What follows belongs to an exercise in optimizing a design on an open flow for small area; a production flow would make more cautious choices. RTL that was checked went through simulation tests only; none was proved equivalent to the original. No functional check of the RTL was part of run 6. Power figures rest on the tool's default switching activity, not on a simulated workload.

<file path="design/flow/config.mk">
export PLATFORM = sky130hd
export DESIGN_NAME = stats_top
export DESIGN_NICKNAME = stats_top
export VERILOG_FILES = /design/flow/design.v
export SDC_FILE = /design/flow/constraint.sdc
export NUM_CORES = 4
export LEC_CHECK = 0
export CAP_MARGIN = 20
export CORE_MARGIN = 2
export CORE_UTILIZATION = 40
export SLEW_MARGIN = 20
</file>
<file path="design/flow/constraint.sdc">
create_clock -name core_clock -period 6.0 [get_ports {clk_status}]
set_input_delay 1.2000 -clock core_clock [delete_from_list [all_inputs] [get_ports {clk_status}]]
set_output_delay 1.2000 -clock core_clock [all_outputs]
set_load 0.01 [all_outputs]
</file>
<file path="design/flow/design.v">
`default_nettype none
package stats_pkg;
    typedef logic [31:0] stat_value_t;
    typedef logic [7:0]  stat_addr_t;
    typedef logic [31:0] fill_level_t;
    typedef logic [1:0]  action_t;
    localparam action_t ACTION_MATCH   = 2'd1;
    localparam action_t ACTION_NOMATCH = 2'd2;
    typedef struct packed {
        logic    in_valid;
        logic    in_eop;
        logic    out_valid;
        logic    out_eop;
        logic    out_ready;
        logic    rb_update_valid;
        logic    cpu_valid;
        logic    cpu_ready;
        action_t cpu_action;
    } pkt_events_t;
    typedef struct packed {
        stat_value_t in_pkt;
        stat_value_t out_pkt;
        stat_value_t dma_pkt;
        stat_value_t cpu_match_pkt;
        stat_value_t cpu_nomatch_pkt;
        fill_level_t max_fill;
    } counter_set_t;
    typedef struct packed {
        stat_addr_t  addr;
        stat_value_t value;
    } stats_rec_t;
    localparam stat_addr_t REG_IN_PKT          = 8'd0;
    localparam stat_addr_t REG_OUT_PKT         = 8'd1;
    localparam stat_addr_t REG_CTRL            = 8'd2;
    localparam stat_addr_t REG_DMA_PKT         = 8'd3;
    localparam stat_addr_t REG_CPU_MATCH_PKT   = 8'd4;
    localparam stat_addr_t REG_CPU_NOMATCH_PKT = 8'd5;
    localparam stat_addr_t REG_MAX_FILL        = 8'd6;
    localparam int N_SCANNED         = 4;
    localparam int STATS_FIFO_DEPTH  = 16;
    localparam int STATS_TABLE_DEPTH = 16;
    localparam int STATS_SETTLE      = 32;
endpackage
`default_nettype wire
`default_nettype none
package csr_pkg;
    localparam int STATUS_AWIDTH = 30;
    localparam int STAT_AWIDTH   = 4;
    localparam int REG_AWIDTH    = 8;
    typedef logic [STAT_AWIDTH-1:0] region_t;
    localparam region_t TOP_REG = 4'd0;
    typedef struct packed {
        logic [STATUS_AWIDTH-1:0] addr;
        logic                     read;
        logic                     write;
        logic [31:0]              writedata;
    } status_req_t;
    typedef struct packed {
        logic [31:0]            readdata;
        logic                   readdata_valid;
    } status_rsp_t;
endpackage
`default_nettype wire
`default_nettype none
module event_counters (
    input  wire                         clk_status,
    input  wire                         rst,
    input  wire stats_pkg::pkt_events_t events_i,
    input  wire stats_pkg::fill_level_t fill_level_i,
    input  wire                         ld_in_i,
    input  wire                         ld_out_i,
    input  wire                         ld_max_i,
    input  wire stats_pkg::stat_value_t wd_i,         
    output stats_pkg::stat_value_t      in_pkt_o,
    output stats_pkg::stat_value_t      out_pkt_o,
    output stats_pkg::stat_value_t      max_fill_o
);
    stats_pkg::stat_value_t in_q, out_q, max_q;
    logic in_hit, out_hit;
    assign in_hit  = events_i.in_valid & events_i.in_eop;
    assign out_hit = events_i.out_valid & events_i.out_eop & events_i.out_ready;
    function automatic stats_pkg::stat_value_t inc(input stats_pkg::stat_value_t q, input logic hit);
        logic c;
        c = hit;
        for (int i = 0; i < 32; i++) begin
            inc[i] = q[i] ^ c;
            c      = c & q[i];
        end
    endfunction
    logic fill_gt;
    always_comb begin
        fill_gt = 1'b0;
        for (int i = 0; i < 32; i++) begin
            fill_gt = (fill_level_i[i] & ~max_q[i]) | (~(fill_level_i[i] ^ max_q[i]) & fill_gt);
        end
    end
    always_ff @(posedge clk_status) begin
        in_q  <= ld_in_i  ? wd_i : inc(in_q, in_hit);
        out_q <= ld_out_i ? wd_i : inc(out_q, out_hit);
        max_q <= ld_max_i ? wd_i : (fill_gt ? fill_level_i : max_q);
    end
    assign in_pkt_o   = in_q;
    assign out_pkt_o  = out_q;
    assign max_fill_o = max_q;
endmodule
`default_nettype wire
`default_nettype none
module stats_scanner (
    input  wire                         clk_status,
    input  wire                         rst,
    input  wire stats_pkg::pkt_events_t events_i,
    input  wire                         ld_dma_i,
    input  wire                         ld_match_i,
    input  wire                         ld_nomatch_i,
    input  wire stats_pkg::stat_value_t wd_i,         
    input  wire stats_pkg::stat_value_t max_fill_i,
    output logic [1:0]                  slot_o,
    output logic [2:0]                  age_o,
    output logic [4:1][31:0]            tab_o
);
    logic [1:0] slot_q;
    logic [2:0] age_q;
    logic [4:0][31:0] x_q;
    always_ff @(posedge clk_status) begin
        if (rst) begin
            slot_q <= 2'd3;
            age_q  <= 3'd0;
        end else begin
            slot_q <= slot_q + 2'd1;
            if (age_q != 3'd7) begin
                age_q <= age_q + 3'd1;
            end
        end
    end
    logic cpu_hit;
    logic [2:0] hit;
    logic [2:0] ld;
    assign cpu_hit = events_i.cpu_valid & events_i.cpu_ready;
    assign hit[0]  = events_i.rb_update_valid;
    assign hit[1]  = cpu_hit & (events_i.cpu_action == stats_pkg::ACTION_MATCH);
    assign hit[2]  = cpu_hit & (events_i.cpu_action == stats_pkg::ACTION_NOMATCH);
    assign ld      = {ld_nomatch_i, ld_match_i, ld_dma_i};
    logic [2:0][31:0] base_q;
    logic [2:0][2:0]  pend_q;
    logic [31:0] m;
    logic [2:0]  p;
    always_comb begin
        case (slot_q)
            2'd0:    begin m = base_q[0]; p = pend_q[0]; end
            2'd1:    begin m = base_q[1]; p = pend_q[1]; end
            2'd2:    begin m = base_q[2]; p = pend_q[2]; end
            default: begin m = max_fill_i; p = 3'd0; end
        endcase
    end
    logic [31:0] t;
    always_comb begin
        logic c;
        c = 1'b0;
        for (int i = 0; i < 3; i++) begin
            t[i] = m[i] ^ p[i] ^ c;
            c    = (m[i] & p[i]) | (c & (m[i] ^ p[i]));
        end
        for (int i = 3; i < 32; i++) begin
            t[i] = m[i] ^ c;
            c    = c & m[i];
        end
    end
    always_ff @(posedge clk_status) begin
        for (int s = 0; s < 3; s++) begin
            if (ld[s]) begin
                base_q[s] <= wd_i;
                pend_q[s] <= 3'd0;
            end else if (slot_q == 2'(s)) begin
                base_q[s] <= t;
                pend_q[s] <= {2'b00, hit[s]};
            end else begin
                pend_q[s] <= pend_q[s] + {2'b00, hit[s]};
            end
        end
    end
    always_ff @(posedge clk_status) begin
        x_q[0]   <= t;
        x_q[4:1] <= x_q[3:0];
    end
    assign slot_o = slot_q;
    assign age_o  = age_q;
    assign tab_o  = x_q[4:1];
endmodule
`default_nettype wire
`default_nettype none
module status_csr (
    input  wire                          clk_status,
    input  wire                          rst,
    input  wire csr_pkg::status_req_t    req_i,
    input  wire stats_pkg::stat_value_t  in_pkt_i,
    input  wire stats_pkg::stat_value_t  out_pkt_i,
    input  wire [1:0]                    slot_i,
    input  wire [2:0]                    age_i,
    input  wire [4:1][31:0]              tab_i,
    output logic [6:0]                   ld_o,
    output stats_pkg::stat_value_t       wd_o,
    output csr_pkg::status_rsp_t         rsp_o
);
    logic                   rd_q;
    logic                   wr_q;
    logic [2:0]             code_q;
    stats_pkg::stat_value_t wd_q;
    stats_pkg::stat_value_t ctrl_q;
    logic                   valid_q;
    stats_pkg::stat_value_t data_q;
    logic                   top_hit;
    assign top_hit = (req_i.addr[csr_pkg::STATUS_AWIDTH-1 -: csr_pkg::STAT_AWIDTH] == csr_pkg::TOP_REG);
    always_ff @(posedge clk_status) begin
        rd_q   <= ~rst & req_i.read & top_hit;
        wr_q   <= ~rst & req_i.write & top_hit;
        code_q <= (req_i.addr[7:3] == 5'd0) ? req_i.addr[2:0] : 3'd7;
        wd_q   <= req_i.writedata;
    end
    logic [7:0] code_oh;
    always_comb begin
        code_oh = '0;
        code_oh[code_q] = 1'b1;
    end
    assign ld_o = {7{rst}} | ({7{wr_q}} & code_oh[6:0]);
    assign wd_o = wd_q & {32{~rst}};
    logic [1:0] k;
    logic [1:0] d;
    logic [4:1] stage;
    logic [4:1] stage_ok;
    assign k = code_q[1:0] + 2'd1;    
    assign d = slot_i - k;
    always_comb begin
        case (d)
            2'd2:    stage = 4'b0001;
            2'd3:    stage = 4'b0010;
            2'd0:    stage = 4'b0100;
            default: stage = 4'b1000;
        endcase
        stage_ok[1] = (age_i > 3'd1);
        stage_ok[2] = (age_i > 3'd2);
        stage_ok[3] = (age_i > 3'd3);
        stage_ok[4] = (age_i > 3'd4);
    end
    logic sel_tab;
    logic [4:1] sel_x;
    assign sel_tab = code_oh[3] | code_oh[4] | code_oh[5] | code_oh[6];
    assign sel_x   = stage & stage_ok & {4{sel_tab}};
    stats_pkg::stat_value_t rd_mux;
    assign rd_mux = ({32{code_oh[0]}} & in_pkt_i)
                  | ({32{code_oh[1]}} & out_pkt_i)
                  | ({32{code_oh[2]}} & ctrl_q)
                  | ({32{sel_x[1]}}   & tab_i[1])
                  | ({32{sel_x[2]}}   & tab_i[2])
                  | ({32{sel_x[3]}}   & tab_i[3])
                  | ({32{sel_x[4]}}   & tab_i[4]);
    logic ctrl_keep, ctrl_take;
    assign ctrl_keep = ~rst & ~wr_q;
    assign ctrl_take = ~rst & wr_q & code_oh[2];
    always_ff @(posedge clk_status) begin
        valid_q <= ~rst & rd_q;
        data_q  <= rd_mux;
        ctrl_q  <= ({32{ctrl_keep}} & ctrl_q) | ({32{ctrl_take}} & wd_q);
    end
    assign rsp_o.readdata       = data_q;
    assign rsp_o.readdata_valid = valid_q;
endmodule
`default_nettype wire
`default_nettype none
module stats_top (
    input  wire         clk_status,
    input  wire         rst,
    input  wire         in_valid,
    input  wire         in_eop,
    input  wire         out_valid,
    input  wire         out_eop,
    input  wire         out_ready,
    input  wire         rb_update_valid,
    input  wire         cpu_valid,
    input  wire         cpu_ready,
    input  wire [1:0]   cpu_action,
    input  wire [31:0]  fill_level_i,
    input  wire [29:0]  req_addr,
    input  wire         req_read,
    input  wire         req_write,
    input  wire [31:0]  req_writedata,
    output wire [31:0]  rsp_readdata,
    output wire         rsp_readdata_valid
);
    stats_pkg::pkt_events_t  pkt_events_i;
    csr_pkg::status_req_t    status_req_i;
    csr_pkg::status_rsp_t    status_rsp_o;
    assign pkt_events_i.in_valid        = in_valid;
    assign pkt_events_i.in_eop          = in_eop;
    assign pkt_events_i.out_valid       = out_valid;
    assign pkt_events_i.out_eop         = out_eop;
    assign pkt_events_i.out_ready       = out_ready;
    assign pkt_events_i.rb_update_valid = rb_update_valid;
    assign pkt_events_i.cpu_valid       = cpu_valid;
    assign pkt_events_i.cpu_ready       = cpu_ready;
    assign pkt_events_i.cpu_action      = cpu_action;
    assign status_req_i.addr      = req_addr;
    assign status_req_i.read      = req_read;
    assign status_req_i.write     = req_write;
    assign status_req_i.writedata = req_writedata;
    assign rsp_readdata       = status_rsp_o.readdata;
    assign rsp_readdata_valid = status_rsp_o.readdata_valid;
    logic [6:0]             ld;
    stats_pkg::stat_value_t wd;
    stats_pkg::stat_value_t in_pkt, out_pkt, max_fill;
    logic [1:0]             slot;
    logic [2:0]             age;
    logic [4:1][31:0]       tab;
    event_counters event_counters_i (
        .clk_status   (clk_status),
        .rst          (rst),
        .events_i     (pkt_events_i),
        .fill_level_i (fill_level_i),
        .ld_in_i      (ld[0]),
        .ld_out_i     (ld[1]),
        .ld_max_i     (ld[6]),
        .wd_i         (wd),
        .in_pkt_o     (in_pkt),
        .out_pkt_o    (out_pkt),
        .max_fill_o   (max_fill)
    );
    stats_scanner stats_scanner_i (
        .clk_status   (clk_status),
        .rst          (rst),
        .events_i     (pkt_events_i),
        .ld_dma_i     (ld[3]),
        .ld_match_i   (ld[4]),
        .ld_nomatch_i (ld[5]),
        .wd_i         (wd),
        .max_fill_i   (max_fill),
        .slot_o       (slot),
        .age_o        (age),
        .tab_o        (tab)
    );
    status_csr status_csr_i (
        .clk_status (clk_status),
        .rst        (rst),
        .req_i      (status_req_i),
        .in_pkt_i   (in_pkt),
        .out_pkt_i  (out_pkt),
        .slot_i     (slot),
        .age_i      (age),
        .tab_i      (tab),
        .ld_o       (ld),
        .wd_o       (wd),
        .rsp_o      (status_rsp_o)
    );
endmodule
`default_nettype wire
</file>
<file path="design/flow/run.sh">
#!/bin/bash
# synth_recipe.tcl (not shown) runs the flow's synth.tcl, then flattens the netlist and writes it again
# the make line also repeats each setting of config.mk as NAME=value (left out here)
make -C /OpenROAD-flow-scripts/flow DESIGN_CONFIG=/design/flow/config.mk WORK_HOME=/design/flow/orfs CLKGATE_MAP_FILE= SYNTH_SCRIPT=/design/flow/synth_recipe.tcl finish
</file>
==> results of run 1 <==
-- how the worst max path moves through the flow --
stage                                                 endpoint                                  from
final                     stats_scanner_i.base_q[63]$_DFFE_PP_  stats_scanner_i.slot_q[0]$_SDFF_PP1_
after global routing      stats_scanner_i.base_q[63]$_DFFE_PP_  stats_scanner_i.slot_q[1]$_SDFF_PP1_
after CTS                 stats_scanner_i.base_q[63]$_DFFE_PP_  stats_scanner_i.slot_q[1]$_SDFF_PP1_
after detailed placement     event_counters_i.in_q[31]$_DFF_P_                              in_valid
after global placement       event_counters_i.in_q[31]$_DFF_P_                              in_valid
after floorplan           stats_scanner_i.base_q[31]$_DFFE_PP_  stats_scanner_i.slot_q[0]$_SDFF_PP1_
-- kinds of logic (layout without fill, tap and decap cells) --
| family | count (synthesis) | in the layout | synth area share |
|---|---|---|---|
| xor gates and xnor gates | 12 | 12 | 0.00590 |
| and+or+nand+nor | 278 | 278 | 0.0688 |
| buffers and inverters | 171 | 342 | 0.0456 |
| DFF | 468 | 468 | 0.598 |
| AOI/OAI and AO/OA | 397 | 397 | 0.157 |
| adders and majority gates | 144 | 144 | 0.102 |
| muxes | 39 | 39 | 0.0222 |
-- cells in the final DEF, fill, tap and decap left out, types with 47 or more instances in the layout --
cell type / Yosys / final
inv_1: 79 / 75
o21ai_0: 195 / 174
clkbuf_16: 0 / 55
ha_1: 142 / 47
clkdlybuf4s50_1: 0 / 116
buf_4: 0 / 50
dfxtp_1: 340 / 338
nand2_1: 192 / 190
edfxtp_1: 128 / 128
a222oi_1: 99 / 99
ha_4: 0 / 91
-- power groups by stage --
stage               clock, uW  combinational, uW  sequential, uW
floorplan                   0                488            3870
global placement            0                748            3910
detailed placement          0                764            3920
CTS                      3130                771            3860
global route             3250                865            3900
finish                   3060                767            3860
-- through the flow --
stage	setup TNS, ns	worst slack (ns)	util	cells
finish	-10.57	-0.862	0.512	2272
global route	-17.38	-1.12	0.512	2272
CTS	-11.06	-0.875	0.511	2272
detailed placement	-21.59	-1.08	0.473	2179
global placement	-19.31	-1.06	0.473	2179
floorplan	-11.62	-0.834	-	1509
-- timing repair --
action                                  CTS  global route
resized for setup                        22             5
endpoints found under the setup margin   35            35
pin swaps                                 9             8
cloned                                    0             0
buffers inserted                          2             0
-- final cells by class --
class                   instances  area, sq um  area share
flip-flops and latches        468        10700       0.472
multi-input cells             870         7630       0.338
repair buffers                172         1600      0.0707
well taps                     592          741      0.0328
clock inverters                18          103     0.00454
inverters                      79          297      0.0131
clock buffers                  73         1560      0.0692
-- sequential cells by signal (all words and copies together), names as in the netlist --
name,count
status_csr_i.data_q,32
stats_scanner_i.slot_q,2
status_csr_i.valid_q,1
event_counters_i.in_q,32
status_csr_i.wr_q,1
stats_scanner_i.base_q,96
status_csr_i.code_q,3
stats_scanner_i.pend_q,9
status_csr_i.wd_q,32
event_counters_i.out_q,32
stats_scanner_i.age_q,3
status_csr_i.rd_q,1
event_counters_i.max_q,32
stats_scanner_i.x_q,160
status_csr_i.ctrl_q,32
-- metal layers --
layer	global-route usage	share of wire	vias up	wire (microns)
li1	-	-	5835	-
met1	0.263	0.46	5726	20200
met2	0.310	0.46	370	20200
met3	0.0350	0.064	55	2810
met4	0.0476	0.018	0	789
met5	0	0	-	0
==> summary.md, run 1 <==
| Metric | Value |
|---|---|
| Hold endpoint | `stats_scanner_i.x_q[33]$_DFF_P_` |
| VDD IR max | `0.217 mV` |
| # setup viols final | `26` |
| Hold Path Cell Cnt | `0` |
| Number of CTS-inserted buffers | `49` |
| Crit path capture type | `register` |
| Fraction of the cycle the final worst path needs | `1.14` |
| #FFs+latches synth | `468` |
| Reg power frac | `0.502` |
| P_int | `5830 uW` |
| Initial Util | `0.404` |
| Synth top area share | `0.382` |
| Gr usage total | `0.191` |
| Delay-heaviest family, CP | `adder cells` |
| Clock sink count | `468` |
| Vias in the first global route | `11,800` |
| H-tree level count | `2` |
| Area Overhead vs Synth | `26.9%` |
| # diodes | `0` |
| Most used cell, CP | `ha_4` |
| Slowest cell on crit path | `dfxtp_4` |
| Clk slew on worst S/H paths | `0.06 ns` |
| Final min period | `6.86 ns` |
| Crit path launch type | `register` |
| Initial antenna violation count | `0` |
| Design Area, Final | `22,600 sq um` |
| Mean post-synth cell area | `11.8 sq um` |
| Pwr dens | `340 nW/um^2` |
| Path depth of the worst reg2reg path | `40` |
| I/O Buffers | `122` |
| NetSw | `1860 uW` |
| Vias per cell | `5.28` |
| Slew Viols, Final | `0` |
| Sw Ratio | `0.242` |
| Top post-synthesis cells by area | `dfxtp_1 38%, edfxtp_1 22%, ha_1 10%, a222oi_1 5.6%, o21ai_0 5.5%` |
| Number of remaining DRC errors | `0` |
| Crit-path max cell delay | `0.36 ns` |
| Number of synthesized flops with an enable pin | `128` |
| Row cnt | `77` |
| Slew margin rel. | `0.219` |
| CP bufs+invs | `3` |
| Core region area | `44,100 sq um` |
| Reg2reg start | `stats_scanner_i.slot_q[0]$_SDFF_PP1_` |
| Initial DRC count | `1,360` |
| Synth Flop Type | `dfxtp_1` |
| Fill count | `3,901` |
| Critical path required time | `6.31 ns` |
| DP HPWL | `28,900 microns` |
| Share of cells above drive strength 1 | `0.161` |
| Syn Inst Count | `1,509` |
| Max-cap viol count | `0` |
| Final WL | `44,000 microns` |
| Arrival @ worst endpoint | `7.17 ns` |
| Die X | `215 microns` |
| Mapped cell area | `17,800 sq um` |
| Clock Path Buffers | `3` |
| Final net count | `1,892` |
| First-pass GRT wire length | `68,400 microns` |
| Power Total | `7690 uW` |
| CP Depth | `40` |
| CTS tree | `yes` |
| Wire per inst | `19.4 microns` |
| Gate power share | `0.100` |
| Gpl congestion | `0.793` |
| Via count | `12,000` |
| Post-synth top cells | `340 x dfxtp_1, 195 x o21ai_0, 192 x nand2_1, 142 x ha_1, 128 x edfxtp_1` |
| DP Area | `20,900 sq um` |
| RSZ-0062 raised after global routing | `yes` |
| Final Skew | `0.0235 ns` |
| Hold path start | `stats_scanner_i.x_q[1]$_DFF_P_` |
| Die area | `46,200 sq um` |
| Die Span Y | `215 microns` |
| Pleak | `0.00858 uW` |
| Critical R2R Capture | `stats_scanner_i.base_q[63]$_DFFE_PP_` |
| Post-CTS Hold Fix Bufs | `0` |
| Hold Crit Class | `reg2reg` |
| Hold slack | `0.326 ns` |
| Crit Path Max Fanout | `6` |
| Post-synth top area cell | `dfxtp_1` |
| Yosys warnings | `3` |
| Fin. Hold Viols | `0` |
| Syn nets | `1,761` |
| Register area share after synthesis | `0.598` |
| I/O pin count | `141` |
| Skew-Pair Late Insertion Delay | `0.58 ns` |
| Largest net degree at the start of global routing | `66` |
| DRT antenna net count | `0` |
| Most frequent cell after synthesis | `dfxtp_1` |
| Worst reg2reg setup slack | `-0.86 ns` |
| Outcome | `finished with violations` |
| Grt ovf | `0` |
| Min setup slack post-route | `-0.862 ns` |
| Clk pwr share | `0.398` |
| Fmax | `0.146 GHz` |
| Worst Max-Slew Pin Slew | `1.17 ns` |
| Root Buffer | `clkbuf_16` |
| Failed Checks | `setup timing` |
| Post-synth cell types | `49` |
| CP Class | `reg2reg` |
| Drt pass-1 iters | `8` |
| Asr flop ratio synth | `0` |
==> inputs of run 2 (changes only) <==
--- a/design/flow/design.v
+++ b/design/flow/design.v
@@ -81,10 +81,12 @@
     assign out_hit = events_i.out_valid & events_i.out_eop & events_i.out_ready;
     function automatic stats_pkg::stat_value_t inc(input stats_pkg::stat_value_t q, input logic hit);
         logic c;
-        c = hit;
-        for (int i = 0; i < 32; i++) begin
-            inc[i] = q[i] ^ c;
-            c      = c & q[i];
+        for (int b = 0; b < 4; b++) begin
+            c = hit & (&(q | ~((32'd1 << (8 * b)) - 32'd1)));
+            for (int i = 8 * b; i < 8 * b + 8; i++) begin
+                inc[i] = q[i] ^ c;
+                c      = c & q[i];
+            end
         end
     endfunction
     logic fill_gt;
@@ -154,15 +156,22 @@
     end
     logic [31:0] t;
     always_comb begin
-        logic c;
+        logic c, c3;
         c = 1'b0;
         for (int i = 0; i < 3; i++) begin
             t[i] = m[i] ^ p[i] ^ c;
             c    = (m[i] & p[i]) | (c & (m[i] ^ p[i]));
         end
-        for (int i = 3; i < 32; i++) begin
-            t[i] = m[i] ^ c;
-            c    = c & m[i];
+        c3 = c;
+        for (int b = 0; b < 4; b++) begin
+            c = c3;
+            for (int i = 3; i < 3 + 8 * b; i++) begin
+                c = c & m[i];
+            end
+            for (int i = 3 + 8 * b; i < 3 + 8 * b + 8 && i < 32; i++) begin
+                t[i] = m[i] ^ c;
+                c    = c & m[i];
+            end
         end
     end
     always_ff @(posedge clk_status) begin
==> run 2 against run 1 <==
Fmax rose by 0.87%. Critical path type unchanged. Count of clock-buffer cells in the layout rose by 1. Highest routed layer unchanged. Sequential share of layout area rose by 0.97 points. Sequential power barely moved. Register-to-register slack improved by 0.06 ns. Still fails the layout checks on setup timing.
==> summary.md, run 2 <==
| Metric | Value |
|---|---|
| Mapped cell area | `18,100 sq um` |
| Fraction of the cycle the final worst path needs | `1.13` |
| Util after Layout | `0.498` |
| Post-synth top area cell | `dfxtp_1` |
| Synth top area share | `0.376` |
| Post-CTS Hold Fix Bufs | `0` |
| Mean post-synth cell area | `11.6 sq um` |
| Row cnt | `77` |
| Gpl congestion | `0.824` |
| Number of synthesized flops with an enable pin | `128` |
| Fill count | `3,901` |
| Register area share after synthesis | `0.588` |
| Final Skew | `0.0178 ns` |
| Hold Crit Class | `reg2reg` |
| # setup viols final | `22` |
| Number of remaining DRC errors | `0` |
| Worst Max-Slew Pin Slew | `1.05 ns` |
| Max-cap viol count | `0` |
| Syn nets | `1,811` |
| Root Buffer | `clkbuf_16` |
| #FFs+latches synth | `468` |
| Min setup slack post-route | `-0.803 ns` |
| Arrival @ worst endpoint | `7.10 ns` |
| H-tree level count | `2` |
| Hold slack | `0.321 ns` |
| Clk slew on worst S/H paths | `0.06 ns` |
| # diodes | `0` |
| Die area | `47,000 sq um` |
| Crit path launch type | `register` |
| Final min period | `6.80 ns` |
| Fmax | `0.147 GHz` |
| Die X | `217 microns` |
| Post-synth cell types | `54` |
| Most used cell, CP | `ha_4` |
| Drt pass-1 iters | `8` |
| Wire per inst | `20.0 microns` |
| Failed Checks | `setup timing` |
| Critical path required time | `6.29 ns` |
| CP Class | `reg2reg` |
| First-pass GRT wire length | `70,800 microns` |
| DP HPWL | `32,700 microns` |
| Crit Path Max Fanout | `4` |
| Asr flop ratio synth | `0` |
| Vias in the first global route | `12,000` |
| Synth Flop Type | `dfxtp_1` |
| DRT antenna net count | `0` |
| Pwr dens | `346 nW/um^2` |
| Gr usage total | `0.195` |
| Commonest non-fill, non-tap cell in the layout | `dfxtp_1` |
| Slew margin rel. | `0.296` |
| Biggest register | `stats_scanner_i.x_q` |
| CTS tree | `yes` |
| Die Span Y | `217 microns` |
| Initial antenna violation count | `0` |
| Via count | `12,400` |
| Initial Util | `0.408` |
| Yosys warnings | `3` |
| Slowest cell on crit path | `dfxtp_4` |
| I/O pin count | `141` |
| Largest net degree at the start of global routing | `65` |
| Outcome | `finished with violations` |
| Top Registers | `stats_scanner_i.x_q x160, stats_scanner_i.base_q x96` |
| Fin. Hold Viols | `0` |
| Crit-path max cell delay | `0.38 ns` |
| Max reg flops | `160` |
| Power Total | `7670 uW` |
| Share of cells above drive strength 1 | `0.134` |
| Clock sink count | `468` |
| Initial DRC count | `1,190` |
| Vias per cell | `5.35` |
| Clock Path Buffers | `3` |
| Top post-synthesis cells by area | `dfxtp_1 38%, edfxtp_1 21%, ha_1 9.4%, nand2_1 4.7%, a222oi_1 3.7%` |
| Crit path capture type | `register` |
| Pleak | `0.00888 uW` |
| Syn Inst Count | `1,565` |
| I/O Buffers | `122` |
| Final WL | `46,300 microns` |
| Number of CTS-inserted buffers | `48` |
| Final net count | `1,938` |
| Grt ovf | `0` |
| Slew Viols, Final | `0` |
| Most frequent cell after synthesis | `dfxtp_1` |
| Core region area | `44,400 sq um` |
| RSZ-0062 raised after global routing | `yes` |
| Area Overhead vs Synth | `22.3%` |
| Post-synth top cells | `340 x dfxtp_1, 226 x nand2_1, 136 x ha_1, 128 x edfxtp_1, 113 x o21ai_0` |
| VDD IR max | `0.211 mV` |
| Most frequent cells in the layout | `338 x dfxtp_1, 215 x nand2_1, 128 x edfxtp_1` |
| Skew-Pair Late Insertion Delay | `0.58 ns` |
## run 2: changes by cell type after synthesis, moves of 28 or more
cell / before / now
nand2_1: 192 / 226
nand3_1: 2 / 34
o21ai_0: 195 / 113
a21oi_1: 8 / 36
o21ai_1: 0 / 50
a222oi_1: 99 / 67
a32o_1: 0 / 32
o21ai_2: 0 / 30
o211ai_1: 33 / 0
## run 2: area by class of cell
class,instances,area [sq um],area share
clock buffer,74,1480,0.0667
clock inverter,14,129,0.00582
inverter,52,200,0.00904
multi-input combinational,950,7320,0.331
sequential,468,10700,0.481
tap,592,741,0.0335
timing repair buffer,172,1610,0.0728
## run 2: timing repair
item                       CTS  global route
hold endpoints to repair     0             0
gates resized for setup      5            14
gates cloned                 0             0
buffers inserted             0             1
pin swaps                    5             1
setup endpoints to repair   23            27
## run 2: logic make-up (layout without fill, tap and decap cells)
logic type,after synthesis,in the layout,synth area share
buf+inv,147,312,0.0368
simple gates,361,361,0.0892
mux,40,40,0.0229
xor+xnor,17,17,0.0102
fa+ha+maj,138,138,0.0962
compound gates,394,394,0.156
flops,468,468,0.588
## run 2: worst max-delay path, delay by kind of cell (launching register included)
kind | cells | cell delay [ns]
adder cells (fa/ha/maj) | 32 | 5.17
multiplexers | 1 | 0.13
AO/OA/AOI/OAI | 2 | 0.41
flip-flops | 1 | 0.38
buffers and inverters | 3 | 0.14
XOR/XNOR | 1 | 0.19
AND/OR/NAND/NOR | 1 | 0.07
## run 2: routing by layer
metal	GRT usage	vias to the layer above	share of wire	wire length, microns
met5	0	-	0	0
met4	0.0550	0	0.020	914
met3	0.0244	53	0.054	2520
met2	0.301	361	0.44	20400
met1	0.288	6008	0.49	22500
li1	-	5999	-	-
## run 2: power breakdown
group | total, uW | leakage, uW | switching, uW | internal [uW]
registers | 3880 | 0.00416 | 193 | 3680
clock network | 3000 | 0.000802 | 1220 | 1780
logic | 784 | 0.00393 | 447 | 337
total | 7670 | 0.00888 | 1860 | 5800
## run 2: stage by stage
step / setup slack [ns] / setup TNS, ns / instance area [sq um] / std cells
detailed placement: -0.894 / -10.44 / 20500 / 2233
floorplan: -0.871 / -10.86 / 18500 / 1565
global route: -1.01 / -12.62 / 22100 / 2322
CTS: -0.819 / -8.76 / 22100 / 2321
global placement: -0.858 / -9.98 / 20400 / 2232
finish: -0.803 / -8.72 / 22100 / 2322
## run 2: worst paths after layout
kind	cells past startpoint	slack, ns	from	end
worst max register to register	40	-0.80	stats_scanner_i.slot_q[0]$_SDFF_PP1_	stats_scanner_i.base_q[31]$_DFFE_PP_
worst max-delay path	40	-0.80	stats_scanner_i.slot_q[0]$_SDFF_PP1_	stats_scanner_i.base_q[31]$_DFFE_PP_
worst min register to register	0	0.32	stats_scanner_i.x_q[8]$_DFF_P_	stats_scanner_i.x_q[40]$_DFF_P_
worst min-delay path	0	0.32	stats_scanner_i.x_q[8]$_DFF_P_	stats_scanner_i.x_q[40]$_DFF_P_
==> inputs of run 3 (changes only) <==
==> design/flow/flow/run.sh (new file) <==
#!/bin/bash
# Own layout flow: the standard ORFS flow (standard.sh) with these changes,
# none of which touches the registers, the constraints or the power grid:
#  - if flow/abc.script exists, ABC maps the combinational logic with it,
#  - port buffers use the smallest buffer cell instead of a delay buffer,
#  - CTS inserts no dummy loads.
# Each tool's output goes to a log file in the work folder.
set -euo pipefail
WORK=$(pwd)
FLOWDIR=$WORK/flow

if [[ -f $FLOWDIR/abc.script ]]; then
  cp synth_recipe.tcl synth_recipe.orig.tcl
  {
    head -n 1 synth_recipe.orig.tcl
    cat <<EOT
proc abc {args} {
  set i [lsearch -exact \$args -script]
  if {\$i >= 0} { lset args [expr {\$i + 1}] {$FLOWDIR/abc.script} }
  yosys abc {*}\$args
}
EOT
    tail -n +2 synth_recipe.orig.tcl
  } > synth_recipe.tcl
fi

export BUFFER_PORTS_ARGS="-buffer_cell sky130_fd_sc_hd__buf_1"
CTS="-sink_clustering_enable -repair_clock_nets -dont_use_dummy_load"
if grep -q '^export CTS_BUF_LIST' config.mk; then
  CTS="$CTS -buf_list {$(sed -n 's/^export CTS_BUF_LIST *= *//p' config.mk)}"
fi
export CTS_ARGS="$CTS"

bash standard.sh > standard_make.log 2>&1
==> design/flow/standard.sh (new file) <==
#!/bin/bash
# synth_recipe.tcl (not shown) runs the flow's synth.tcl, then flattens the netlist and writes it again
# the make line also repeats each setting of config.mk as NAME=value (left out here)
make -C /OpenROAD-flow-scripts/flow DESIGN_CONFIG=/design/flow/config.mk WORK_HOME=/design/flow/orfs CLKGATE_MAP_FILE= SYNTH_SCRIPT=/design/flow/synth_recipe.tcl "${@:-finish}"
--- a/design/flow/config.mk
+++ b/design/flow/config.mk
@@ -8,4 +8,5 @@
 export CAP_MARGIN = 20
 export CORE_MARGIN = 2
 export CORE_UTILIZATION = 40
+export CTS_BUF_LIST = sky130_fd_sc_hd__clkbuf_8
 export SLEW_MARGIN = 20
removed: design/flow/run.sh
==> run 3 against run 2 <==
First-iteration DRC count is 18% higher. Sequential share of layout area is 2.8 points higher. Highest routed layer unchanged. Wire length is 0.26% lower. Flip-flop and latch count stayed put. Largest cell class unchanged. Still fails the layout checks on setup timing. Utilization is 2.8 points lower.
==> summary.md, run 3 <==
| Metric | Value |
|---|---|
| Outcome | `finished with violations` |
| Failed Checks | `setup timing` |
| Slowest cell on crit path | `dfxtp_4` |
| Area Overhead vs Synth | `15.5%` |
| CTS tree | `yes` |
| Initial Util | `0.408` |
| Synth top area share | `0.376` |
| Setup_tns | `-9.74 ns` |
| DP HPWL | `31,900 microns` |
| Synth Flop Type | `dfxtp_1` |
| Path depth of the worst reg2reg path | `39` |
| I/O Buffers | `122` |
| Post-synth top area cell | `dfxtp_1` |
| Pleak | `0.00835 uW` |
| Drt pass-1 iters | `7` |
| Wire per inst | `19.9 microns` |
| Initial DRC count | `1,406` |
| Power Total | `6880 uW` |
| DRT antenna net count | `0` |
| Design Area, Final | `20,900 sq um` |
| Mapped cell area | `18,100 sq um` |
| H-tree level count | `3` |
| Fin. Hold Viols | `0` |
| Crit Path Max Fanout | `6` |
| I/O pin count | `141` |
| Most frequent cells in the layout | `338 x dfxtp_1, 215 x nand2_1, 128 x edfxtp_1` |
| Hold slack | `0.302 ns` |
| Biggest register | `stats_scanner_i.x_q` |
| Max-cap viol count | `0` |
| Final net count | `1,970` |
| CP bufs+invs | `3` |
| Fmax | `0.146 GHz` |
| Root Buffer | `clkbuf_8` |
| CP Depth | `39` |
| Max reg flops | `160` |
| Final min period | `6.85 ns` |
| Largest net degree at the start of global routing | `65` |
| Post-synth top cells | `340 x dfxtp_1, 226 x nand2_1, 136 x ha_1, 128 x edfxtp_1, 113 x o21ai_0` |
| Number of synthesized flops with an enable pin | `128` |
| First-pass GRT wire length | `71,300 microns` |
| # setup viols final | `23` |
| Util after Layout | `0.471` |
| RSZ-0062 raised after global routing | `yes` |
| Gr usage total | `0.198` |
| Crit path capture type | `register` |
| Fill count | `4,069` |
| CP Class | `reg2reg` |
| Grt ovf | `0` |
| Die Span Y | `217 microns` |
| Final WL | `46,200 microns` |
| Crit path launch type | `register` |
| Vias per cell | `5.36` |
| VDD IR max | `0.130 mV` |
| Via count | `12,400` |
| Top post-synthesis cells by area | `dfxtp_1 38%, edfxtp_1 21%, ha_1 9.4%, nand2_1 4.7%, a222oi_1 3.7%` |
| Most frequent cell after synthesis | `dfxtp_1` |
| Initial antenna violation count | `1` |
| Slew Viols, Final | `0` |
| Mean post-synth cell area | `11.6 sq um` |
| Syn nets | `1,811` |
| Hold Crit Class | `reg2reg` |
| DP Area | `19,700 sq um` |
| Post-CTS Hold Fix Bufs | `0` |
| Die area | `47,000 sq um` |
| Register area share after synthesis | `0.588` |
| Die X | `217 microns` |
| Commonest non-fill, non-tap cell in the layout | `dfxtp_1` |
| Arrival @ worst endpoint | `7.17 ns` |
| Syn Inst Count | `1,565` |
| #FFs+latches synth | `468` |
| Most used cell, CP | `ha_4` |
| Final Skew | `0.0385 ns` |
| Yosys warnings | `3` |
| Gpl congestion | `0.804` |
| Skew-Pair Late Insertion Delay | `0.61 ns` |
| Post-synth cell types | `54` |
| Row cnt | `77` |
| Number of remaining DRC errors | `0` |
| Delay-heaviest family, CP | `adder cells` |
| Slew margin rel. | `0.283` |
| Worst Max-Slew Pin Slew | `1.07 ns` |
| Hold Path Cell Cnt | `0` |
| Number of CTS-inserted buffers | `77` |
| Crit-path max cell delay | `0.38 ns` |
| Core region area | `44,400 sq um` |
| Clock Path Buffers | `3` |
| Fraction of the cycle the final worst path needs | `1.14` |
| Top Registers | `stats_scanner_i.x_q x160, stats_scanner_i.base_q x96` |
| Vias in the first global route | `12,200` |
| Clk slew on worst S/H paths | `0.06 ns` |
| Share of cells above drive strength 1 | `0.137` |
| Critical path required time | `6.32 ns` |
| Asr flop ratio synth | `0` |
| Pwr dens | `329 nW/um^2` |
| Worst reg2reg setup slack | `-0.85 ns` |
| Min setup slack post-route | `-0.851 ns` |
| Clock sink count | `468` |
[run 3: cell count changes in the layout (fill, tap and decap cells not counted), sizes merged, moves of 3 or more]
| cell | delta |
|---|---|
| buf | +123 |
| clkdlybuf4s50 | -121 |
| clkinv | -9 |
| clkbuf | +4 |
| inv | -3 |
[run 3: area by class of cell]
class	instances	area (sq um)	share of cell area
flip-flops and latches	468	10700	0.510
inverters	52	198	0.00946
well taps	592	741	0.0354
repair buffers	175	896	0.0429
clock buffers	77	1060	0.0507
diodes	2	5.00	0.000239
multi-input cells	950	7350	0.351
[run 3: timing repair]
action | in CTS | in global routing
pin swaps | 6 | 0
cloned | 0 | 0
resized for setup | 14 | 10
buffers inserted | 3 | 3
setup endpoints to repair | 27 | 27
[run 3: worst register-to-register path: cells and delay by family, from the launching register on]
| kind | cells | cell delay (ns) |
|---|---|---|
| fa+ha+maj | 31 | 5.10 |
| flops | 1 | 0.38 |
| compound gates | 2 | 0.37 |
| buf+inv | 3 | 0.24 |
| mux | 1 | 0.22 |
| xor+xnor | 1 | 0.18 |
| simple gates | 1 | 0.08 |
[run 3: logic make-up (layout without fill, tap and decap cells)]
family          after synthesis  after routing  share of synthesized area
compound gates              394            394                      0.156
fa+ha+maj                   138            138                     0.0962
mux                          40             40                     0.0229
buf+inv                     147            304                     0.0368
simple gates                361            361                     0.0892
xor+xnor                     17             17                     0.0102
flops                       468            468                      0.588
other cells                   0              2                          0
[run 3: worst paths after layout]
path	from	endpoint
min reg2reg	stats_scanner_i.x_q[11]$_DFF_P_	stats_scanner_i.x_q[43]$_DFF_P_
max	stats_scanner_i.slot_q[0]$_SDFF_PP1_	stats_scanner_i.base_q[31]$_DFFE_PP_
max reg2reg	stats_scanner_i.slot_q[0]$_SDFF_PP1_	stats_scanner_i.base_q[31]$_DFFE_PP_
min	stats_scanner_i.x_q[11]$_DFF_P_	stats_scanner_i.x_q[43]$_DFF_P_
[run 3: power by group]
part / switching, uW / internal [uW]
Sequential: 188 / 3690
Clock: 1110 / 1130
Combinational: 453 / 309
Total: 1750 / 5130
[run 3: metrics by stage]
stage	std cells	setup slack (ns)
detailed placement	2231	-0.976
global placement	2231	-0.868
floorplan	1565	-0.871
global route	2315	-1.02
finish	2316	-0.851
CTS	2311	-0.870
[run 3: per-layer routing]
| layer | vias up | part of all wire | GRT usage |
|---|---|---|---|
| li1 | 6028 | - | - |
| met1 | 5962 | 0.49 | 0.288 |
| met2 | 368 | 0.43 | 0.298 |
| met3 | 60 | 0.058 | 0.0337 |
| met4 | 0 | 0.020 | 0.0658 |
| met5 | - | 0 | 0 |
==> inputs of run 4 (changes only) <==
--- a/design/flow/design.v
+++ b/design/flow/design.v
@@ -164,10 +164,11 @@
         end
         c3 = c;
         for (int b = 0; b < 4; b++) begin
-            c = c3;
+            c = 1'b1;
             for (int i = 3; i < 3 + 8 * b; i++) begin
                 c = c & m[i];
             end
+            c = c & c3;
             for (int i = 3 + 8 * b; i < 3 + 8 * b + 8 && i < 32; i++) begin
                 t[i] = m[i] ^ c;
                 c    = c & m[i];
==> run 4 against run 3 <==
Now clean on timing, DRC and antenna. Total power fell by 1.9%. Utilization is 1.5 points lower. Clock skew grew 0.018 ns. Register-to-register slack better by 2.0 ns. Largest cell class unchanged. Largest power group unchanged.
==> summary.md, run 4 <==
| Metric | Value |
|---|---|
| Asr flop ratio synth | `0` |
| Root Buffer | `clkbuf_8` |
| Mapped cell area | `18,000 sq um` |
| Share of cells above drive strength 1 | `0.0732` |
| Fin. Hold Viols | `0` |
| CTS tree | `yes` |
| Mean post-synth cell area | `11.3 sq um` |
| Setup Buffers After CTS | `0` |
| Grt ovf | `0` |
| Pleak | `0.00830 uW` |
| DP HPWL | `32,500 microns` |
| RSZ-0062 raised after global routing | `no` |
| Crit-path max cell delay | `0.46 ns` |
| Fmax | `0.208 GHz` |
| Crit path capture type | `register` |
| Hold endpoint | `stats_scanner_i.x_q[55]$_DFF_P_` |
| Slew margin rel. | `0.222` |
| Hold path start | `stats_scanner_i.x_q[23]$_DFF_P_` |
| Worst reg2reg setup slack | `1.19 ns` |
| Critical R2R Capture | `stats_scanner_i.base_q[58]$_DFFE_PP_` |
| Met1 Resource Use GR | `0.281` |
| # setup viols final | `0` |
| Initial DRC count | `1,148` |
| Post-synth cell types | `55` |
| Number of synthesized flops with an enable pin | `128` |
| VDD IR max | `0.132 mV` |
| First-pass GRT wire length | `71,500 microns` |
| DRT antenna net count | `0` |
| CP bufs+invs | `3` |
| Initial Util | `0.407` |
| I/O pin count | `141` |
| Gr usage total | `0.199` |
| Syn Inst Count | `1,593` |
| Outcome | `timing/DRC/antenna clean` |
| Yosys warnings | `3` |
| GRT Max-Usage Layer | `met2` |
| Largest net degree at the start of global routing | `65` |
| Hold Path Cell Cnt | `0` |
| Post-CTS Hold Fix Bufs | `0` |
| Die Span Y | `216 microns` |
| Row cnt | `77` |
| Most used cell, CP | `ha_1` |
| Most frequent cells in the layout | `340 x dfxtp_1, 192 x nand2_1, 185 x o21ai_0` |
| Via count | `12,400` |
| Drt pass-1 iters | `6` |
| Clk slew on worst S/H paths | `0.06 ns` |
| Delay-heaviest family, CP | `adder cells` |
| Core region area | `44,300 sq um` |
| Final Skew | `0.0563 ns` |
| Synth Flop Type | `dfxtp_1` |
| Final min period | `4.81 ns` |
| Most frequent cell after synthesis | `dfxtp_1` |
| Synth top area share | `0.377` |
| Path depth of the worst reg2reg path | `19` |
| Slew Viols, Final | `0` |
| #FFs+latches synth | `468` |
| Hold Crit Class | `reg2reg` |
| Setup_tns | `0 ns` |
| Clock Path Buffers | `3` |
| Top Registers | `stats_scanner_i.x_q x160, stats_scanner_i.base_q x96` |
| Commonest non-fill, non-tap cell in the layout | `dfxtp_1` |
| Grt met2 use | `0.310` |
| Max-cap viol count | `0` |
| Pwr dens | `334 nW/um^2` |
| Fraction of the cycle the final worst path needs | `0.802` |
| Arrival @ worst endpoint | `5.15 ns` |
| GR met3 Demand/Resource | `0.0345` |
| H-tree level count | `3` |
| Reg2reg start | `stats_scanner_i.slot_q[0]$_SDFF_PP1_` |
| Gpl congestion | `0.816` |
| Max reg flops | `160` |
| Vias per cell | `5.34` |
| Initial antenna violation count | `1` |
| I/O Buffers | `122` |
| Crit Path Max Fanout | `16` |
| Final WL | `46,100 microns` |
| Slowest cell on crit path | `or3_1` |
| Worst Max-Slew Pin Slew | `1.16 ns` |
| Hold slack | `0.272 ns` |
| Post-cts sizing count | `0` |
| DP Area | `19,100 sq um` |
| Clock sink count | `468` |
| Design Area, Final | `20,200 sq um` |
| Critical path required time | `6.34 ns` |
| Die area | `46,800 sq um` |
| Area Overhead vs Synth | `12.0%` |
| Crit path launch type | `register` |
| Number of remaining DRC errors | `0` |
| Power Total | `6750 uW` |
| Post-synth top area cell | `dfxtp_1` |
| Wire per inst | `19.9 microns` |
| Vias in the first global route | `12,400` |
| CP Class | `reg2reg` |
| Die X | `216 microns` |
| Post-synth top cells | `340 x dfxtp_1, 192 x nand2_1, 185 x o21ai_0, 133 x ha_1, 128 x edfxtp_1` |
| CP cell instances | `ha_1 -> buf_4 -> clkinv_1 -> buf_4 -> nand2_1 -> o21ai_0 -> fa_1 -> fa_1 -> or3_1 -> nor4_2 -> ha_1 -> ha_1 -> ha_1 -> ha_1 -> ha_1 -> ha_1 -> ha_1 -> xnor2_1 -> mux2i_1` |
| Top post-synthesis cells by area | `dfxtp_1 38%, edfxtp_1 21%, ha_1 9.2%, o21ai_0 5.1%, nand2_1 4.0%` |
| Number of CTS-inserted buffers | `76` |
| Syn nets | `1,836` |
| Skew-Pair Late Insertion Delay | `0.63 ns` |
| Final net count | `1,967` |
| Register area share after synthesis | `0.590` |
| Biggest register | `stats_scanner_i.x_q` |
==> run 4: worst reg2reg max path, stage by stage, from the launching register on <==
cell	delay, ns
dfxtp_1	0.43
ha_1	0.18
buf_4	0.22
clkinv_1	0.17
buf_4	0.23
nand2_1	0.08
o21ai_0	0.10
fa_1	0.41
fa_1	0.45
or3_1	0.46
nor4_2	0.37
ha_1	0.21
ha_1	0.16
ha_1	0.15
ha_1	0.15
ha_1	0.16
ha_1	0.15
ha_1	0.16
xnor2_1	0.18
mux2i_1	0.12
==> run 4: how the worst max path moves through the flow <==
| stage | end | cells past startpoint | start |
|---|---|---|---|
| 3_5_place_dp | stats_scanner_i.base_q[57]$_DFFE_PP_ | 19 | stats_scanner_i.slot_q[0]$_SDFF_PP1_ |
| 2_1_floorplan | stats_scanner_i.base_q[58]$_DFFE_PP_ | 23 | stats_scanner_i.slot_q[0]$_SDFF_PP1_ |
| 4_1_cts | stats_scanner_i.base_q[58]$_DFFE_PP_ | 19 | stats_scanner_i.slot_q[0]$_SDFF_PP1_ |
| 6_report | stats_scanner_i.base_q[58]$_DFFE_PP_ | 19 | stats_scanner_i.slot_q[0]$_SDFF_PP1_ |
| 5_1_grt | stats_scanner_i.base_q[57]$_DFFE_PP_ | 19 | stats_scanner_i.slot_q[0]$_SDFF_PP1_ |
| 3_3_place_gp | stats_scanner_i.base_q[58]$_DFFE_PP_ | 19 | stats_scanner_i.slot_q[0]$_SDFF_PP1_ |
==> run 4: per-stage QoR <==
step / std cells / worst slack, ns / util
global route: 2314 / 0.764 / 0.456
floorplan: 1593 / 0.836 / -
CTS: 2314 / 1.17 / 0.456
global placement: 2238 / 1.23 / 0.432
finish: 2316 / 1.19 / 0.456
detailed placement: 2238 / 1.19 / 0.432
==> run 4: metal layers <==
| layer | vias to the layer above | wire length, microns |
|---|---|---|
| li1 | 6057 | - |
| met1 | 5888 | 21900 |
| met2 | 362 | 20700 |
| met3 | 58 | 2740 |
| met4 | 0 | 761 |
| met5 | - | 0 |
==> run 4: cells by family (layout without fill, tap and decap cells) <==
| family | count (synthesis) | in the layout | synth area share |
|---|---|---|---|
| AO/OA/AOI/OAI | 398 | 398 | 0.149 |
| XOR/XNOR | 19 | 19 | 0.0104 |
| adder cells (fa/ha/maj) | 135 | 135 | 0.0945 |
| buffers and inverters | 152 | 281 | 0.0338 |
| flip-flops | 468 | 468 | 0.590 |
| multiplexers | 44 | 44 | 0.0246 |
| other | 0 | 2 | 0 |
| AND/OR/NAND/NOR | 377 | 377 | 0.0975 |
==> run 4: final cells by class <==
type                       instances  area (sq um)
tap                              592           741
antenna                            2          5.00
fill                            4158         24100
clock buffer                      76          1050
inverter                          58           218
timing repair buffer             147           647
sequential                       468         10700
multi-input combinational        973          6890
==> run 4: power breakdown <==
part	internal, uW	total (uW)	switching (uW)	leakage (uW)
clock network	1120	2210	1100	0.000546
registers	3690	3890	202	0.00416
logic	228	640	412	0.00360
==> inputs of run 5 (changes only) <==
--- a/design/flow/flow/run.sh
+++ b/design/flow/flow/run.sh
@@ -25,10 +25,11 @@
 fi
 
 export BUFFER_PORTS_ARGS="-buffer_cell sky130_fd_sc_hd__buf_1"
+cfg() { sed -n "s/^export $1 *= *//p" config.mk; }
 CTS="-sink_clustering_enable -repair_clock_nets -dont_use_dummy_load"
-if grep -q '^export CTS_BUF_LIST' config.mk; then
-  CTS="$CTS -buf_list {$(sed -n 's/^export CTS_BUF_LIST *= *//p' config.mk)}"
-fi
+[[ -n "$(cfg CTS_BUF_LIST)" ]] && CTS="$CTS -buf_list {$(cfg CTS_BUF_LIST)}"
+[[ -n "$(cfg CTS_CLUSTER_SIZE)" ]] && CTS="$CTS -sink_clustering_size $(cfg CTS_CLUSTER_SIZE)"
+[[ -n "$(cfg CTS_CLUSTER_DIAMETER)" ]] && CTS="$CTS -sink_clustering_max_diameter $(cfg CTS_CLUSTER_DIAMETER)"
 export CTS_ARGS="$CTS"
 
 bash standard.sh > standard_make.log 2>&1
==> run 5 against run 4 <==
First-iteration DRC count did not move. Flip-flop and latch count did not move. Sequential power barely moved. Via count did not move. Setup slack did not move. Synthesized cell count did not move. Area after synthesis did not move. Global-route usage did not move. Final cell count did not move. Wire length did not move. Sequential share of layout area did not move. Clock power barely moved. Critical path type unchanged.
==> summary.md, run 5 <==
| Metric | Value |
|---|---|
| Number of CTS-inserted buffers | `76` |
| Syn Inst Count | `1,593` |
| Most frequent cells in the layout | `340 x dfxtp_1, 192 x nand2_1, 185 x o21ai_0` |
| Mapped cell area | `18,000 sq um` |
| Most frequent cell after synthesis | `dfxtp_1` |
| Skew-Pair Late Insertion Delay | `0.63 ns` |
| Fin. Hold Viols | `0` |
| Clk slew on worst S/H paths | `0.06 ns` |
| Pwr dens | `334 nW/um^2` |
| Critical R2R Capture | `stats_scanner_i.base_q[58]$_DFFE_PP_` |
| Drt pass-1 iters | `6` |
| Synth Flop Type | `dfxtp_1` |
| Util after Layout | `0.456` |
| Wire per inst | `19.9 microns` |
| Path depth of the worst reg2reg path | `19` |
| Slew Viols, Final | `0` |
| Worst Max-Slew Pin Slew | `1.16 ns` |
| Number of remaining DRC errors | `0` |
| Crit Path Max Fanout | `16` |
| Clock Path Buffers | `3` |
| Asr flop ratio synth | `0` |
| Die Span Y | `216 microns` |
| Worst reg2reg setup slack | `1.19 ns` |
| Critical path required time | `6.34 ns` |
| DP HPWL | `32,500 microns` |
| Crit path capture type | `register` |
| Grt ovf | `0` |
| Hold Crit Class | `reg2reg` |
| Row cnt | `77` |
| Setup Buffers After CTS | `0` |
| Max reg flops | `160` |
| Via count | `12,400` |
| Mean post-synth cell area | `11.3 sq um` |
| Final net count | `1,967` |
| Initial Util | `0.407` |
| Die X | `216 microns` |
| Initial antenna violation count | `1` |
| CP endpoint | `stats_scanner_i.base_q[58]$_DFFE_PP_` |
| Post-synth cell types | `55` |
| H-tree level count | `3` |
| # setup viols final | `0` |
| Core region area | `44,300 sq um` |
| CTS tree | `yes` |
| Final WL | `46,100 microns` |
| Commonest non-fill, non-tap cell in the layout | `dfxtp_1` |
| Setup_tns | `0 ns` |
| Gpl congestion | `0.816` |
| Register area share after synthesis | `0.590` |
| Post-CTS Hold Fix Bufs | `0` |
| #FFs+latches synth | `468` |
| Die area | `46,800 sq um` |
| Critical path launch point | `stats_scanner_i.slot_q[0]$_SDFF_PP1_` |
| Post-synth top area cell | `dfxtp_1` |
| Number of synthesized flops with an enable pin | `128` |
| Top post-synthesis cells by area | `dfxtp_1 38%, edfxtp_1 21%, ha_1 9.2%, o21ai_0 5.1%, nand2_1 4.0%` |
| Gr usage total | `0.199` |
| Outcome | `timing/DRC/antenna clean` |
| DRT antenna net count | `0` |
| First-pass GRT wire length | `71,500 microns` |
| Final Skew | `0.0563 ns` |
| Fraction of the cycle the final worst path needs | `0.802` |
| Root Buffer | `clkbuf_8` |
| Clock sink count | `468` |
| Share of cells above drive strength 1 | `0.0732` |
| Area Overhead vs Synth | `12.0%` |
| Yosys warnings | `3` |
| Post-synth top cells | `340 x dfxtp_1, 192 x nand2_1, 185 x o21ai_0, 133 x ha_1, 128 x edfxtp_1` |
| Vias per cell | `5.34` |
| Max-cap viol count | `0` |
| Initial DRC count | `1,148` |
| Reg2reg start | `stats_scanner_i.slot_q[0]$_SDFF_PP1_` |
| Synth top area share | `0.377` |
| Top Registers | `stats_scanner_i.x_q x160, stats_scanner_i.base_q x96` |
| Vias in the first global route | `12,400` |
| CP Class | `reg2reg` |
| VDD IR max | `0.132 mV` |
| Post-cts sizing count | `0` |
| Biggest register | `stats_scanner_i.x_q` |
| Largest net degree at the start of global routing | `65` |
| Slew margin rel. | `0.222` |
| Arrival @ worst endpoint | `5.15 ns` |
| Crit path launch type | `register` |
| I/O Buffers | `122` |
| RSZ-0062 raised after global routing | `no` |
| Fmax | `0.208 GHz` |
| Syn nets | `1,836` |
| I/O pin count | `141` |
| Final min period | `4.81 ns` |
| Pleak | `0.00830 uW` |
==> run 5: cell counts in the layout (fill, tap and decap cells not counted) <==
Identical to the previous run, type by type.
==> run 5: per-layer routing <==
metal,global-route usage,vias up,share of wire
li1,-,6057,-
met1,0.281,5888,0.47
met2,0.310,362,0.45
met3,0.0345,58,0.059
met4,0.0610,0,0.017
met5,0,-,0
==> run 5: how the worst min path moves through the flow <==
| stage | start | to | cells after the start | slack (ns) |
|---|---|---|---|---|
| 2_1_floorplan | stats_scanner_i.x_q[0]$_DFF_P_ | stats_scanner_i.x_q[32]$_DFF_P_ | 0 | 0.31 |
| 3_5_place_dp | stats_scanner_i.x_q[12]$_DFF_P_ | stats_scanner_i.x_q[44]$_DFF_P_ | 0 | 0.31 |
| 5_1_grt | stats_scanner_i.x_q[23]$_DFF_P_ | stats_scanner_i.x_q[55]$_DFF_P_ | 0 | 0.27 |
| 4_1_cts | stats_scanner_i.x_q[23]$_DFF_P_ | stats_scanner_i.x_q[55]$_DFF_P_ | 0 | 0.27 |
| 3_3_place_gp | stats_scanner_i.x_q[18]$_DFF_P_ | stats_scanner_i.x_q[50]$_DFF_P_ | 0 | 0.31 |
| 6_report | stats_scanner_i.x_q[23]$_DFF_P_ | stats_scanner_i.x_q[55]$_DFF_P_ | 0 | 0.27 |
==> run 5: logic make-up (layout without fill, tap and decap cells) <==
family | Yosys count | count (layout) | share of synthesized area
AND/OR/NAND/NOR | 377 | 377 | 0.0975
XOR/XNOR | 19 | 19 | 0.0104
buffers and inverters | 152 | 281 | 0.0338
other | 0 | 2 | 0
adder cells (fa/ha/maj) | 135 | 135 | 0.0945
AO/OA/AOI/OAI | 398 | 398 | 0.149
flip-flops | 468 | 468 | 0.590
multiplexers | 44 | 44 | 0.0246
==> run 5: final cells by class <==
cell class / count / area, sq um
fill: 4158 / 24100
sequential: 468 / 10700
multi-input combinational: 973 / 6890
clock buffer: 76 / 1050
tap: 592 / 741
timing repair buffer: 147 / 647
inverter: 58 / 218
antenna: 2 / 5.00
==> run 5: report_power, final <==
| part | switching [uW] | internal (uW) |
|---|---|---|
| Clock | 1100 | 1120 |
| Sequential | 202 | 3690 |
| Combinational | 412 | 228 |
| Total | 1710 | 5040 |
==> run 5: critical path, stage by stage (launching register included) <==
cell	delay [ns]
dfxtp_1	0.43
ha_1	0.18
buf_4	0.22
clkinv_1	0.17
buf_4	0.23
nand2_1	0.07
o21ai_0	0.10
fa_1	0.41
fa_1	0.45
or3_1	0.46
nor4_2	0.37
ha_1	0.21
ha_1	0.16
ha_1	0.15
ha_1	0.15
ha_1	0.16
ha_1	0.15
ha_1	0.16
xnor2_1	0.18
mux2i_1	0.12
==> run 5: stage by stage <==
stage                     power (uW)  worst slack [ns]  area [sq um]  cells  hold WS, ns
final                           6750              1.19         20200   2316        0.272
after global routing            7060             0.764         20200   2314        0.266
after CTS                       6810              1.17         20200   2314        0.269
after global placement          4550              1.23         19100   2238        0.311
after floorplan                 4300             0.836         18000   1593        0.310
after detailed placement        4590              1.19         19100   2238        0.312
==> inputs of run 6 (changes only) <==
--- a/design/flow/design.v
+++ b/design/flow/design.v
@@ -142,16 +142,19 @@
     assign hit[1]  = cpu_hit & (events_i.cpu_action == stats_pkg::ACTION_MATCH);
     assign hit[2]  = cpu_hit & (events_i.cpu_action == stats_pkg::ACTION_NOMATCH);
     assign ld      = {ld_nomatch_i, ld_match_i, ld_dma_i};
-    logic [2:0][31:0] base_q;
+    logic [2:0][31:0] ring_q;
     logic [2:0][2:0]  pend_q;
+    logic slot3;
+    assign slot3 = (slot_q == 2'd3);
     logic [31:0] m;
     logic [2:0]  p;
     always_comb begin
+        m = slot3 ? max_fill_i : ring_q[0];
         case (slot_q)
-            2'd0:    begin m = base_q[0]; p = pend_q[0]; end
-            2'd1:    begin m = base_q[1]; p = pend_q[1]; end
-            2'd2:    begin m = base_q[2]; p = pend_q[2]; end
-            default: begin m = max_fill_i; p = 3'd0; end
+            2'd0:    p = pend_q[0];
+            2'd1:    p = pend_q[1];
+            2'd2:    p = pend_q[2];
+            default: p = 3'd0;
         endcase
     end
     logic [31:0] t;
@@ -175,13 +178,31 @@
             end
         end
     end
+    logic [2:0] ld_pos;
+    always_comb begin
+        ld_pos = '0;
+        for (int c = 0; c < 3; c++) begin
+            if (ld[c]) begin
+                if (slot3) begin
+                    ld_pos[c] = 1'b1;
+                end else begin
+                    ld_pos[(c + 5 - slot_q) % 3] = 1'b1;
+                end
+            end
+        end
+    end
     always_ff @(posedge clk_status) begin
+        for (int j = 0; j < 3; j++) begin
+            if (ld_pos[j]) begin
+                ring_q[j] <= wd_i;
+            end else if (!slot3) begin
+                ring_q[j] <= (j == 2) ? t : ring_q[j+1];
+            end
+        end
         for (int s = 0; s < 3; s++) begin
             if (ld[s]) begin
-                base_q[s] <= wd_i;
                 pend_q[s] <= 3'd0;
             end else if (slot_q == 2'(s)) begin
-                base_q[s] <= t;
                 pend_q[s] <= {2'b00, hit[s]};
             end else begin
                 pend_q[s] <= pend_q[s] + {2'b00, hit[s]};
--- a/design/flow/flow/run.sh
+++ b/design/flow/flow/run.sh
@@ -25,11 +25,10 @@
 fi
 
 export BUFFER_PORTS_ARGS="-buffer_cell sky130_fd_sc_hd__buf_1"
-cfg() { sed -n "s/^export $1 *= *//p" config.mk; }
 CTS="-sink_clustering_enable -repair_clock_nets -dont_use_dummy_load"
-[[ -n "$(cfg CTS_BUF_LIST)" ]] && CTS="$CTS -buf_list {$(cfg CTS_BUF_LIST)}"
-[[ -n "$(cfg CTS_CLUSTER_SIZE)" ]] && CTS="$CTS -sink_clustering_size $(cfg CTS_CLUSTER_SIZE)"
-[[ -n "$(cfg CTS_CLUSTER_DIAMETER)" ]] && CTS="$CTS -sink_clustering_max_diameter $(cfg CTS_CLUSTER_DIAMETER)"
+if grep -q '^export CTS_BUF_LIST' config.mk; then
+  CTS="$CTS -buf_list {$(sed -n 's/^export CTS_BUF_LIST *= *//p' config.mk)}"
+fi
 export CTS_ARGS="$CTS"
 
 bash standard.sh > standard_make.log 2>&1
==> run 6 against run 5 <==
Still clean on timing, DRC and antenna. Sequential power increased by 6.2%. Via count fell by 2.9%. Utilization fell by 0.28 points. Hold slack better by 0.038 ns.
==> summary.md, run 6 <==
| Metric | Value |
|---|---|
| Slowest cell on crit path | `a22oi_1` |
| Crit path launch type | `register` |
| Mean post-synth cell area | `12.3 sq um` |
| Mapped cell area | `18,300 sq um` |
| Final Skew | `0.0412 ns` |
| Crit-path max cell delay | `0.50 ns` |
| Worst Max-Slew Pin Slew | `0.936 ns` |
| DP HPWL | `30,800 microns` |
| Crit Path Max Fanout | `8` |
| Number of synthesized flops with an enable pin | `128` |
| Initial DRC count | `892` |
| Hold Crit Class | `reg2reg` |
| Vias in the first global route | `12,200` |
| Skew-Pair Late Insertion Delay | `0.66 ns` |
| Gr usage total | `0.195` |
| Top Registers | `stats_scanner_i.x_q x160, stats_scanner_i.ring_q x96` |
| Core region area | `45,300 sq um` |
| Outcome | `timing/DRC/antenna clean` |
| Clock sink count | `468` |
| First-pass GRT wire length | `70,200 microns` |
| Post-synth cell types | `62` |
| RSZ-0062 raised after global routing | `no` |
| Number of CTS-inserted buffers | `79` |
| I/O Buffers | `122` |
| Post-cts sizing count | `0` |
| Clk slew on worst S/H paths | `0.05 ns` |
| Critical path required time | `6.38 ns` |
| Vias per cell | `5.36` |
| Reg2reg start | `stats_scanner_i.slot_q[0]$_SDFF_PP1_` |
| Post-synth top area cell | `dfxtp_1` |
| Worst reg2reg setup slack | `0.84 ns` |
| Setup_tns | `0 ns` |
| Asr flop ratio synth | `0` |
| Yosys warnings | `3` |
| Drt pass-1 iters | `7` |
| Hold Path Cell Cnt | `0` |
| CTS tree | `yes` |
| Die area | `47,500 sq um` |
| Setup Buffers After CTS | `0` |
| Arrival @ worst endpoint | `5.54 ns` |
| Syn nets | `1,737` |
| Top post-synthesis cells by area | `dfxtp_1 37%, edfxtp_1 21%, ha_1 9.2%, mux2_2 3.7%, a222oi_1 3.7%` |
| Share of cells above drive strength 1 | `0.134` |
| Biggest register | `stats_scanner_i.x_q` |
| Most frequent cell after synthesis | `dfxtp_1` |
| Initial antenna violation count | `1` |
| Row cnt | `78` |
| Slew margin rel. | `0.376` |
| Post-CTS Hold Fix Bufs | `0` |
| Hold endpoint | `stats_scanner_i.x_q[38]$_DFF_P_` |
| Root Buffer | `clkbuf_8` |
| Pleak | `0.00830 uW` |
| Fraction of the cycle the final worst path needs | `0.859` |
| Clock Path Buffers | `3` |
| Hold path start | `stats_scanner_i.x_q[6]$_DFF_P_` |
| Final min period | `5.16 ns` |
| Max-cap viol count | `0` |
| Synth top area share | `0.372` |
| H-tree level count | `3` |
| Pwr dens | `353 nW/um^2` |
| Slew Viols, Final | `0` |
| Most frequent cells in the layout | `340 x dfxtp_1, 133 x ha_1, 128 x edfxtp_1` |
| Die Span Y | `218 microns` |
| #FFs+latches synth | `468` |
| Register area share after synthesis | `0.582` |
| Crit path capture type | `register` |
| Path depth of the worst reg2reg path | `20` |
| Power Total | `7230 uW` |
| Commonest non-fill, non-tap cell in the layout | `dfxtp_1` |
| Fin. Hold Viols | `0` |
| Number of remaining DRC errors | `0` |
| Initial Util | `0.404` |
| Syn Inst Count | `1,493` |
| I/O pin count | `141` |
| Critical R2R Capture | `stats_scanner_i.ring_q[90]$_DFFE_PP_` |
| CP Class | `reg2reg` |
| Die X | `218 microns` |
| Area Overhead vs Synth | `12.1%` |
| Max reg flops | `160` |
| Wire per inst | `20.3 microns` |
| DRT antenna net count | `0` |
| Final net count | `1,886` |
| Post-synth top cells | `340 x dfxtp_1, 134 x ha_1, 128 x edfxtp_1, 123 x nand2_1, 93 x o21ai_0` |
| Fmax | `0.194 GHz` |
| Largest net degree at the start of global routing | `69` |
| Grt ovf | `0` |
| Most used cell, CP | `ha_1` |
| Synth Flop Type | `dfxtp_1` |
| # setup viols final | `0` |
| Via count | `12,000` |
| Gpl congestion | `0.836` |
| Final WL | `45,600 microns` |
| VDD IR max | `0.178 mV` |
| CP cell instances | `inv_1 -> ha_1 -> a222oi_1 -> or2_2 -> fa_1 -> fa_1 -> inv_1 -> and4_1 -> nand3_1 -> a22oi_1 -> and2_1 -> ha_1 -> ha_1 -> ha_1 -> ha_1 -> ha_1 -> ha_1 -> ha_1 -> xnor2_1 -> mux2_4` |
run 6: cell count changes in the layout (fill, tap and decap cells not counted), sizes merged, moves of 33 or more:
cell    previous run  this run
nor2              24        61
o21ai            185        93
mux2               2        87
nand3             68         7
nand2            192       123
nand2b            36         3
run 6: worst max path at each step:
| stage | start | cells past startpoint | slack [ns] | to |
|---|---|---|---|---|
| global route | stats_scanner_i.slot_q[0]$_SDFF_PP1_ | 20 | 0.49 | stats_scanner_i.ring_q[90]$_DFFE_PP_ |
| detailed placement | stats_scanner_i.slot_q[0]$_SDFF_PP1_ | 20 | 0.79 | stats_scanner_i.ring_q[90]$_DFFE_PP_ |
| floorplan | stats_scanner_i.slot_q[0]$_SDFF_PP1_ | 21 | 0.93 | stats_scanner_i.ring_q[89]$_DFFE_PP_ |
| global placement | stats_scanner_i.slot_q[0]$_SDFF_PP1_ | 20 | 0.87 | stats_scanner_i.ring_q[90]$_DFFE_PP_ |
| CTS | stats_scanner_i.slot_q[0]$_SDFF_PP1_ | 20 | 0.81 | stats_scanner_i.ring_q[90]$_DFFE_PP_ |
| finish | stats_scanner_i.slot_q[0]$_SDFF_PP1_ | 20 | 0.84 | stats_scanner_i.ring_q[90]$_DFFE_PP_ |
run 6: final cells by class:
cell class,instances,area (sq um)
antenna,1,2.50
clock buffer,79,1090
inverter,85,319
sequential,468,10700
multi-input combinational,861,7050
fill,4200,24800
tap,600,751
timing repair buffer,147,649
run 6: kinds of logic after synthesis:
family                   count (synthesis)  synth area share
AND/OR/NAND/NOR                        296            0.0779
multiplexers                           132            0.0837
AO/OA/AOI/OAI                          279             0.115
buffers and inverters                  164            0.0373
XOR/XNOR                                18           0.00978
flip-flops                             468             0.582
adder cells (fa/ha/maj)                136            0.0938
run 6: critical path: cells and delay by family (launching register included):
| kind | cells | cell delay (ns) |
|---|---|---|
| buffers and inverters | 2 | 0.41 |
| and+or+nand+nor | 4 | 0.78 |
| muxes | 1 | 0.28 |
| xor gates and xnor gates | 1 | 0.09 |
| DFF | 1 | 0.39 |
| AOI/OAI and AO/OA | 2 | 0.67 |
| adders and majority gates | 10 | 2.29 |
run 6: per-layer routing:
| layer | wire length (microns) | part of all wire | vias up | GRT usage |
|---|---|---|---|---|
| met5 | 0 | 0 | - | 0 |
| met4 | 1170 | 0.026 | 0 | 0.0617 |
| met3 | 2590 | 0.057 | 83 | 0.0404 |
| met2 | 20400 | 0.45 | 335 | 0.309 |
| met1 | 21400 | 0.47 | 5858 | 0.266 |
| li1 | - | - | 5733 | - |
run 6: stage by stage:
step	worst slack, ns	utilization	hold slack, ns	std cells	area (sq um)
detailed placement	0.790	0.429	0.313	2161	19400
finish	0.844	0.453	0.310	2241	20500
floorplan	0.933	-	0.310	1493	18300
CTS	0.809	0.453	0.320	2240	20500
global placement	0.865	0.429	0.312	2161	19400
global route	0.490	0.453	0.319	2240	20500
run 6: report_power, final:
| group | switching [uW] | internal, uW | total (uW) |
|---|---|---|---|
| logic | 457 | 358 | 815 |
| clock network | 1130 | 1160 | 2290 |
| registers | 250 | 3880 | 4130 |
| total | 1830 | 5400 | 7230 |

Setup slack of run 6, layout unchanged: 0.844 ns with ideal ports, 0.844 ns with driving cells assumed (clock clkbuf_16, inputs buf_2), 0.844 ns with port delays also shifted by the 0.688 ns mid clock arrival.
